Context: an optimization exercise on an open-source flow, tuned for small area, a short achievable clock period and few clock cycles per item. The choices shown serve that exercise and are no tape-out recipe. Where RTL was checked, it was by simulation tests only, not by an equivalence proof against the original. Power figures rest on the tool's default switching activity, not on a simulated workload.

quartz:
## exec_stage
module exec_stage (
    input  logic        clock,
    input  logic        reset,
    input  logic        issue_valid,
    input  logic [1:0]  issue_fu,
    input  logic [3:0]  issue_func,
    input  logic [1:0]  opa_select,
    input  logic [2:0]  opb_select,
    input  logic [31:0] inst,
    input  logic [31:0] pc,
    input  logic [31:0] rs1_value,
    input  logic [31:0] rs2_value,
    input  logic [4:0]  issue_tag,
    input  logic        complete_credit,
    output logic [2:0]  fu_free,
    output logic        complete_valid,
    output logic [1:0]  complete_fu,
    output logic [4:0]  complete_tag,
    output logic [31:0] complete_result,
    output logic        complete_take
);
clock: 8.0 ns
lec_check: 0
cap_margin: 20
core_margin: 2
core_utilization: 55
place_density: 0.65
setup_slack_margin: 4.2
slew_margin: 20
run.sh (not shown) runs the stock make flow with config.mk's settings and CLKGATE_MAP_FILE= SYNTH_SCRIPT=/design/flow/synth_recipe.tcl, a recipe that flattens the netlist after the stock synthesis.
Testbench counts of quartz, summed over its fixed seeds: cycles 39,051, items 32,000.
> inputs changed (quartz -> harbor)
Settings: a change of SETUP_SLACK_MARGIN from 4.2 to 4.7.
Notes after the runs:
- harbor did not stop at any stage, and its layout met the timing, design-rule and antenna checks.
- For the leakage power total, harbor came in about 11% higher than quartz did.
- harbor ended up with out_o[25] as its last element of the critical path; quartz ended up with complete_result[12].
- Cmp harbor vs quartz: relative area change from synthesis to final layout higher in harbor
- Diff quartz -> harbor: number of clock buffers in the layout shows an increase of 22%; fraction of power spent switching nets has remained practically unchanged.
- Per the comparison of harbor with quartz, power dissipated in combinational cells higher, first-iteration DRC count +about 0.3%, peak ir drop on the vdd network rose about 9%, power after layout has increased, worst setup slack for register-to-register paths went up by 0.15 ns.
- Number of signal-net inverters in the final layout shrinks slightly when moving from quartz to harbor.
> inputs changed (harbor -> onyx)
Settings: a change of SETUP_SLACK_MARGIN from 4.7 to 4.5.
==> flow/flow/run.sh (new file) <==
#!/bin/bash
# The standard layout, with the port buffers made of buf_1 cells instead of the cell
# buffer_ports picks by default. Synthesis, floorplan, power grid and the rest are the
# standard flow's. make's full output goes to standard.log in this folder; ORFS writes
# each step's log under orfs/logs/.
set -euo pipefail
bash standard.sh "BUFFER_PORTS_ARGS=-buffer_cell sky130_fd_sc_hd__buf_1" finish > standard.log 2>&1
==> flow/standard.sh (new file) <==
#!/bin/bash
# synth_recipe.tcl (not shown) runs the flow's synth.tcl, then flattens the netlist and writes it again
# the make line also repeats each setting of config.mk as NAME=value (left out here)
make -C /OpenROAD-flow-scripts/flow DESIGN_CONFIG=/design/flow/config.mk WORK_HOME=/design/flow/orfs CLKGATE_MAP_FILE= SYNTH_SCRIPT=/design/flow/synth_recipe.tcl "${@:-finish}"
removed: flow/run.sh
--- outcome ---
- onyx was carried through to the last stage, and its layout satisfied the timing, design-rule and antenna checks.
- Total number of cells along the worst setup path: higher on harbor
- Re headroom to the max-slew limit: harbor was lower than onyx.
- On register area, harbor and onyx are basically level.
- On clock power, harbor and onyx are neck and neck.
- Number of clock buffers in the layout was lower in the run labelled onyx.
- Area after synthesis came out exactly the same in harbor and onyx.
- Measured against each other, harbor and onyx differ in logic gate share of total power, the higher figure coming from harbor.
- The global routing usage on met3 number comes out higher for harbor vs onyx.
- Summary of onyx over harbor: power consumption fell by about 9%; via count decreased by 3.2% relative to the old numbers.
- harbor reports its cell at the slowest stage of the critical path as sky130_fd_sc_hd__edfxtp_1 while onyx reports sky130_fd_sc_hd__mux2i_1.


exec_stage, a different RTL version from the one above (not shown whole).
Size in the first run: about 480 flip-flops, roughly 190 I/O pins, ~32,000 sq um of cells after synthesis.
export LEC_CHECK = 0
export CAP_MARGIN = 20
export CORE_MARGIN = 2
export CORE_UTILIZATION = 40
export PLACE_DENSITY = 0.5
export SETUP_SLACK_MARGIN = 4.8
export SLEW_MARGIN = 20
create_clock -name core_clock -period 8.0 [get_ports {clock}]
Stock flow here: none of the scripts above is used.
The baseline went through all stages and came out clean.
Next try:
Settings changed: CORE_UTILIZATION 40 to 55, PLACE_DENSITY 0.5 to 0.65, SETUP_SLACK_MARGIN 4.8 to 4.5.
Result: The changed run finished clean; non-clock buffer count goes down by 117; die area goes down by 27%; worst hold slack is worse by 10 ps; global-route usage goes up by 6.8 points; count of clock-buffer cells in the layout goes down by 2; core utilization goes up by 15 points.
Next try:
Settings changed: CORE_UTILIZATION 55 to 40, PLACE_DENSITY 0.65 to 0.5.
Outcome:
- global-route usage is lower by 7.8 points
- worst hold slack improves by 5.5 ps
- total power is higher by a few percent
- count of clock-buffer cells in the layout is lower by 4
- critical path depth is higher by 7
- sequential cell count stays the same
- design area is higher by a few percent
- worst setup slack degrades by 11 ps
- synthesized cell count does not change
Function was not checked in any run of this note: the RTL went through the layout flow alone.


Another version of the RTL of exec_stage (not shown whole).
Size in the first run: about 3100 cells after synthesis, about 430 flip-flops, ~190 I/O pins, roughly 0.031 mm² of cells after synthesis.
Design exec_stage, start of the top module:
module exec_stage (
    input  logic        clock,
    input  logic        reset,
    input  logic        issue_valid,
    input  logic [1:0]  issue_fu,
    input  logic [3:0]  issue_func,
    input  logic [1:0]  opa_select,
    input  logic [2:0]  opb_select,
    input  logic [31:0] inst,
    input  logic [31:0] pc,
    input  logic [31:0] rs1_value,
    input  logic [31:0] rs2_value,
    input  logic [4:0]  issue_tag,
    input  logic        complete_credit,
    output logic [2:0]  fu_free,
    output logic        complete_valid,
    output logic [1:0]  complete_fu,
    output logic [4:0]  complete_tag,
    output logic [31:0] complete_result,
    output logic        complete_take
);
Settings: LEC_CHECK=0, CAP_MARGIN=20, CORE_MARGIN=2, CORE_UTILIZATION=40, PLACE_DENSITY=0.5, SETUP_SLACK_MARGIN=4, SLEW_MARGIN=20; clock period 8.0 ns.
Then changed:
Settings changed: SETUP_SLACK_MARGIN 4 to 5, TNS_END_PERCENT set to 0.
Effect: The changed run finished clean; worst setup slack improves by 54 ps; sequential share of layout area is lower by 0.78 points; count of clock-buffer cells in the layout is lower by 9.
Function was not checked in any run of this note: the RTL went through the layout flow alone.


Another version of the RTL of exec_stage (not shown whole).
For scale: about 3,000 cells after synthesis, ~410 flip-flops, roughly 190 I/O pins, ~30,000 sq um of cells after synthesis.
Design exec_stage, start of the top module:
module exec_stage (
    input  logic        clock,
    input  logic        reset,
    input  logic        issue_valid,
    input  logic [1:0]  issue_fu,
    input  logic [3:0]  issue_func,
    input  logic [1:0]  opa_select,
    input  logic [2:0]  opb_select,
    input  logic [31:0] inst,
    input  logic [31:0] pc,
    input  logic [31:0] rs1_value,
    input  logic [31:0] rs2_value,
    input  logic [4:0]  issue_tag,
    input  logic        complete_credit,
    output logic [2:0]  fu_free,
    output logic        complete_valid,
    output logic [1:0]  complete_fu,
    output logic [4:0]  complete_tag,
    output logic [31:0] complete_result,
    output logic        complete_take
);
    localparam logic [3:0] ALU_ADD = 4'd0, ALU_SUB = 4'd1, ALU_AND = 4'd2, ALU_OR = 4'd3,
                           ALU_XOR = 4'd4, ALU_SLT = 4'd5, ALU_SLTU = 4'd6, ALU_SLL = 4'd7,
                           ALU_SRL = 4'd8, ALU_SRA = 4'd9;
    localparam logic [3:0] MUL = 4'd10, MULH = 4'd11, MULHSU = 4'd12;
    localparam logic [6:0] OPCODE_JAL  = 7'b1101111;
    localparam logic [6:0] OPCODE_JALR = 7'b1100111;
    logic [31:0] opa, opb;
    logic [29:0] pc_inc;
    always_comb begin
        logic [29:0] c;
        c = pc[31:2];
        for (int step = 1; step < 30; step = step * 2) begin
            for (int i = 0; i < 30; i++) begin
                if ((i / step) % 2 == 1) c[i] = c[i] & c[(i / step) * step - 1];
            end
        end
        pc_inc = pc[31:2] ^ {c[28:0], 1'b1};
    end
    always_comb begin
        case (opa_select)
            2'd0:    opa = rs1_value;
            2'd1:    opa = {pc_inc, pc[1:0]};
            2'd2:    opa = pc;
            default: opa = '0;
        endcase
    end
    always_comb begin
        case (opb_select)
            3'd0:    opb = rs2_value;
            3'd1:    opb = {{20{inst[31]}}, inst[31:20]};
            3'd2:    opb = {{20{inst[31]}}, inst[31:25], inst[11:7]};
            3'd3:    opb = {{19{inst[31]}}, inst[31], inst[7], inst[30:25], inst[11:8], 1'b0};
            3'd4:    opb = {inst[31:12], 12'b0};
            3'd5:    opb = {{11{inst[31]}}, inst[31], inst[19:12], inst[20], inst[30:21], 1'b0};
            default: opb = '0;
        endcase
    end
  ...
Settings: LEC_CHECK=0, CAP_MARGIN=20, CORE_MARGIN=2, CORE_UTILIZATION=55, PLACE_DENSITY=0.65, SETUP_SLACK_MARGIN=4.5, SLEW_MARGIN=20; clock period 8.0 ns.
Testbench counts at the start, summed over its fixed seeds: cycles 39,051, items 32,000.
Rerun with:
==> flow/flow/run.sh (new file) <==
#!/bin/bash
# The standard layout, with the port buffers made of buf_2 cells instead of the cell
# buffer_ports picks by default. Synthesis, floorplan, power grid and the rest are the
# standard flow's. make's full output goes to standard.log in this folder; ORFS writes
# each step's log under orfs/logs/.
set -euo pipefail
bash standard.sh "BUFFER_PORTS_ARGS=-buffer_cell sky130_fd_sc_hd__buf_2" finish > standard.log 2>&1
==> flow/standard.sh (new file) <==
#!/bin/bash
# synth_recipe.tcl (not shown) runs the flow's synth.tcl, then flattens the netlist and writes it again
# the make line also repeats each setting of config.mk as NAME=value (left out here)
make -C /OpenROAD-flow-scripts/flow DESIGN_CONFIG=/design/flow/config.mk WORK_HOME=/design/flow/orfs CLKGATE_MAP_FILE= SYNTH_SCRIPT=/design/flow/synth_recipe.tcl "${@:-finish}"
Settings changed: CORE_UTILIZATION 55 to 62, CTS_CLUSTER_DIAMETER set to 80, CTS_CLUSTER_SIZE set to 30, PLACE_DENSITY 0.65 to 0.7, SETUP_SLACK_MARGIN 4.5 to 4.6.
removed: flow/run.sh
Effect: The changed run finished clean. Power decreases by about 8%. Clock-buffer cell count decreases by 31. Clock power is lower by 35%. Hold slack gains 15 ps. Setup slack gains 150 ps. Cell area is lower by about 5%. Routed wire length falls by about 1.1%. Fmax increases by about 4.3%. Flip-flop and latch count is unchanged. Clock skew goes down by 12 ps.
Rerun with:
Settings changed: CTS_CLUSTER_DIAMETER 80 to unset, CTS_CLUSTER_SIZE 30 to unset.
Effect:
- routed wire length rises by 1.0%
- power goes up by 6.8%
- worst setup slack hardly moves
- final cell count grows by 0.99%
Rerun with:
Settings changed: CORE_UTILIZATION 62 to 55, PLACE_DENSITY 0.7 to 0.65, SETUP_SLACK_MARGIN 4.6 to 4.8.
The new run ran to the end with no violations.
Core utilization went down by 5.4 points.
Global-route usage is lower by 3.7 points.
Critical path depth is unchanged.
Via count rises by about 1.1%.
Worst setup slack is better by 66 ps.
Die area grows by 12%.
Total power increases by about 2.3%.
Rerun with:
Settings changed: SETUP_SLACK_MARGIN 4.8 to 4.5.
After rerunning:
- clock skew increases by 20 ps
- die area does not change
- register-to-register slack is worse by 110 ps
- first-iteration DRC count decreases by roughly a tenth
- final area decreases by a few percent
- via count decreases by a few percent
- maximum frequency decreases by a few percent
- power decreases by a few percent
- critical path depth decreases by 3
- wire length decreases by a few percent
- final cell count decreases by a few percent
Rerun with:
Settings changed: CORE_UTILIZATION 55 to 62, PLACE_DENSITY 0.65 to 0.7, SETUP_SLACK_MARGIN 4.5 to 4.8.
Effect:
- worst setup slack improved by 77 ps
- clock power shrinks by a few percent
- routed wire length grows by a few percent


exec_stage, a different RTL version from the one above (not shown whole).
Size in the first run: about 3,000 cells after synthesis, roughly 400 flip-flops, ~190 I/O pins.
==> flow/config.mk <==
export PLATFORM = sky130hd
export DESIGN_NAME = exec_stage
export DESIGN_NICKNAME = exec_stage
export VERILOG_FILES = /design/flow/design.v
export SDC_FILE = /design/flow/constraint.sdc
export NUM_CORES = 4
export LEC_CHECK = 0
export CAP_MARGIN = 20
export CORE_MARGIN = 2
export CORE_UTILIZATION = 55
export CTS_CLUSTER_DIAMETER = 80
export CTS_CLUSTER_SIZE = 30
export PLACE_DENSITY = 0.65
export SETUP_SLACK_MARGIN = 4.7
export SLEW_MARGIN = 20
==> flow/constraint.sdc <==
create_clock -name core_clock -period 8.0 [get_ports {clock}]
set_input_delay 1.6000 -clock core_clock [delete_from_list [all_inputs] [get_ports {clock}]]
set_output_delay 1.6000 -clock core_clock [all_outputs]
set_load 0.01 [all_outputs]
standard.sh (not shown) runs the stock make flow with config.mk's settings and CLKGATE_MAP_FILE= SYNTH_SCRIPT=/design/flow/synth_recipe.tcl, a recipe that flattens the netlist after the stock synthesis.
==> flow/flow/run.sh <==
#!/bin/bash
# The standard layout, with the port buffers made of buf_2 cells instead of the cell
# buffer_ports picks by default. Synthesis, floorplan, power grid and the rest are the
# standard flow's. make's full output goes to standard.log in this folder; ORFS writes
# each step's log under orfs/logs/.
set -euo pipefail
bash standard.sh "BUFFER_PORTS_ARGS=-buffer_cell sky130_fd_sc_hd__buf_2" finish > standard.log 2>&1
Then changed:
CORE_UTILIZATION = 62   (was 55)
PLACE_DENSITY = 0.7   (was 0.65)
SETUP_SLACK_MARGIN = 4.6   (was 4.7)
What happened:
- The new run passed the timing, design-rule and antenna checks
- power fell by 2.1%
- core utilization increases by 6.2 points
- routed wire length fell by about 1.1%
Then changed:
CTS_CLUSTER_DIAMETER = 70   (was 80)
CTS_CLUSTER_SIZE = 24   (was 30)
Cell count hardly moves.
Worst hold slack got worse by 3.3 ps.
Combinational power came out higher by about 3%.
Routed wire length climbs by about 0.5%.
Final area grows by 0.88%.
Worst setup slack gets worse by 57 ps.
Register-to-register slack is worse by 60 ps.
Then changed:
CORE_UTILIZATION = 55   (was 62)
CTS_CLUSTER_DIAMETER = 80   (was 70)
CTS_CLUSTER_SIZE = 30   (was 24)
PLACE_DENSITY = 0.65   (was 0.7)
Result: The changed run produced a clean layout; combinational power goes down by about 3%; non-clock buffer count goes down by 16; core utilization goes down by 8.2 points; total power goes down by about 1.1%; die area goes up by 12%; cell count goes up by 1.7%; wire length barely changes; global-route usage goes down by 4.3 points.
No functional check of the RTL was part of any run of this note.


## north
exec_stage with an RTL version that a note above also has.
Size: about 450 flip-flops.
Settings: LEC_CHECK=0, CAP_MARGIN=20, CORE_MARGIN=2, CORE_UTILIZATION=55, PLACE_DENSITY=0.65, SETUP_SLACK_MARGIN=4.5, SLEW_MARGIN=20; clock period 8.0 ns.
Scripts as last shown in full above: flow/flow/run.sh
north finished end to end and its layout was clean on timing, DRC and antenna.
Testbench counts of north, summed over its fixed seeds: cycles 39,051, items 32,000.
The inputs of south differ from those of north as listed below.
# north
export LEC_CHECK = 0
export CAP_MARGIN = 20
export CORE_MARGIN = 2
export CORE_UTILIZATION = 55
export PLACE_DENSITY = 0.65
export SETUP_SLACK_MARGIN = 4.5
export SLEW_MARGIN = 20
create_clock -name core_clock -period 8.0 [get_ports {clock}]
# south
export LEC_CHECK = 0
export CAP_MARGIN = 20
export CORE_MARGIN = 2
export CORE_UTILIZATION = 62
export PLACE_DENSITY = 0.7
export SETUP_SLACK_MARGIN = 4.6
export SLEW_MARGIN = 20
create_clock -name core_clock -period 8.0 [get_ports {clock}]
Results
Summary of south over north: total via count in the routed design shows an increase of 735, share of total power consumed by net switching now larger, summed area of non-filler cells in the final layout has remained practically unchanged, placed standard-cell area stayed essentially flat, clock network power decreased by about 3% relative to the old numbers.
Min combined global-route utilization of all metal layers across south and north: north
Modified inputs, east compared to south
# south
export LEC_CHECK = 0
export CAP_MARGIN = 20
export CORE_MARGIN = 2
export CORE_UTILIZATION = 62
export PLACE_DENSITY = 0.7
export SETUP_SLACK_MARGIN = 4.6
export SLEW_MARGIN = 20
create_clock -name core_clock -period 8.0 [get_ports {clock}]
# east
export LEC_CHECK = 0
export CAP_MARGIN = 20
export CORE_MARGIN = 2
export CORE_UTILIZATION = 55
export PLACE_DENSITY = 0.65
export SETUP_SLACK_MARGIN = 4.5
export SLEW_MARGIN = 20
create_clock -name core_clock -period 8.0 [get_ports {clock}]
==> flow/run.sh (new file) <==
#!/bin/bash
# synth_recipe.tcl (not shown) runs the flow's synth.tcl, then flattens the netlist and writes it again
# the make line also repeats each setting of config.mk as NAME=value (left out here)
make -C /OpenROAD-flow-scripts/flow DESIGN_CONFIG=/design/flow/config.mk WORK_HOME=/design/flow/orfs CLKGATE_MAP_FILE= SYNTH_SCRIPT=/design/flow/synth_recipe.tcl finish
removed: flow/flow/run.sh
removed: flow/standard.sh
--- outcome ---
Lower proportion of cell area occupied by registers goes to east over south. In east, the number of antenna violations at the first check in global routing came out 5 below the value in south. On sum of routed wire length over all layers, south loses to east. Total power density per cell area essentially unchanged between south and east. The critical path capture point comes out complete_result[14] in one run and m_s[9] in the other, namely in east and south respectively. east ends up with higher number of clock buffers inserted by TritonCTS than south does. Final area delta (east − south): unfavourable. Both conditions hold for east: the flow ran to the end and the final layout passed the timing, design-rule and antenna checks.

[static timing again, ports no longer ideal]
In the flow no input, the clock included, has a driving cell. The finished layouts below were timed again as built, in two steps.
Step 1 (the two cells are an assumption about what drives the block):
set clk [get_ports {clock}]
set_driving_cell -lib_cell sky130_fd_sc_hd__clkbuf_16 $clk
set_driving_cell -lib_cell sky130_fd_sc_hd__buf_2 [delete_from_list [all_inputs] $clk]
Step 2 moves the port delays by t, midway between the first and last clock arrival at a register: inputs arrive t later, outputs are due t later. That takes back most of the time a late clock gives input paths.
Slacks: ideal / step 1 / step 2; pairs: ideal / step 1.
run	t, ns	slack for setup (ns)	hold slack, ns
quartz	0.661	4.239 / 4.178 / 3.644	0.421 / 0.421 / 0.421
harbor	0.668	4.422 / 4.391 / 3.950	0.423 / 0.423 / 0.423
onyx	0.670	4.455 / 4.455 / 3.879	0.423 / 0.423 / 0.423
the first run of note 2	0.692	4.531 / 4.497 / 4.060	0.425 / 0.425 / 0.425
the second run of note 2	0.682	4.464 / 4.397 / 3.869	0.415 / 0.415 / 0.415
the third run of note 2	0.690	4.453 / 4.453 / 3.864	0.421 / 0.421 / 0.421
the first run of note 3	0.675	4.064 / 4.057 / 3.432	0.420 / 0.420 / 0.420
the second run of note 3	0.668	4.118 / 4.118 / 3.752	0.418 / 0.418 / 0.418
the first run of note 4	0.659	4.376 / 4.376 / 3.849	0.419 / 0.419 / 0.419
the second run of note 4	0.642	4.526 / 4.526 / 4.043	0.434 / 0.434 / 0.434
the third run of note 4	0.661	4.528 / 4.528 / 4.051	0.424 / 0.424 / 0.424
the fourth run of note 4	0.657	4.594 / 4.602 / 3.945	0.425 / 0.425 / 0.425
the fifth run of note 4	0.664	4.430 / 4.455 / 3.791	0.419 / 0.419 / 0.419
the sixth run of note 4	0.663	4.507 / 4.507 / 3.955	0.422 / 0.422 / 0.422
the first run of note 5	0.648	4.548 / 4.548 / 3.982	0.432 / 0.432 / 0.432
the second run of note 5	0.646	4.544 / 4.544 / 4.008	0.430 / 0.430 / 0.430
the third run of note 5	0.667	4.488 / 4.488 / 3.968	0.427 / 0.427 / 0.427
the fourth run of note 5	0.657	4.601 / 4.601 / 4.038	0.432 / 0.432 / 0.432
north	0.666	4.551 / 4.499 / 3.947	0.421 / 0.421 / 0.421
south	0.666	4.539 / 4.539 / 3.921	0.421 / 0.421 / 0.421
east	0.664	4.282 / 4.220 / 3.854	0.419 / 0.419 / 0.419
After both steps setup and hold are still met in every run listed. For the fourth run of note 4, which loses most, drivers alone change the setup slack by +0.008 ns; drivers and shift together by -0.649 ns.
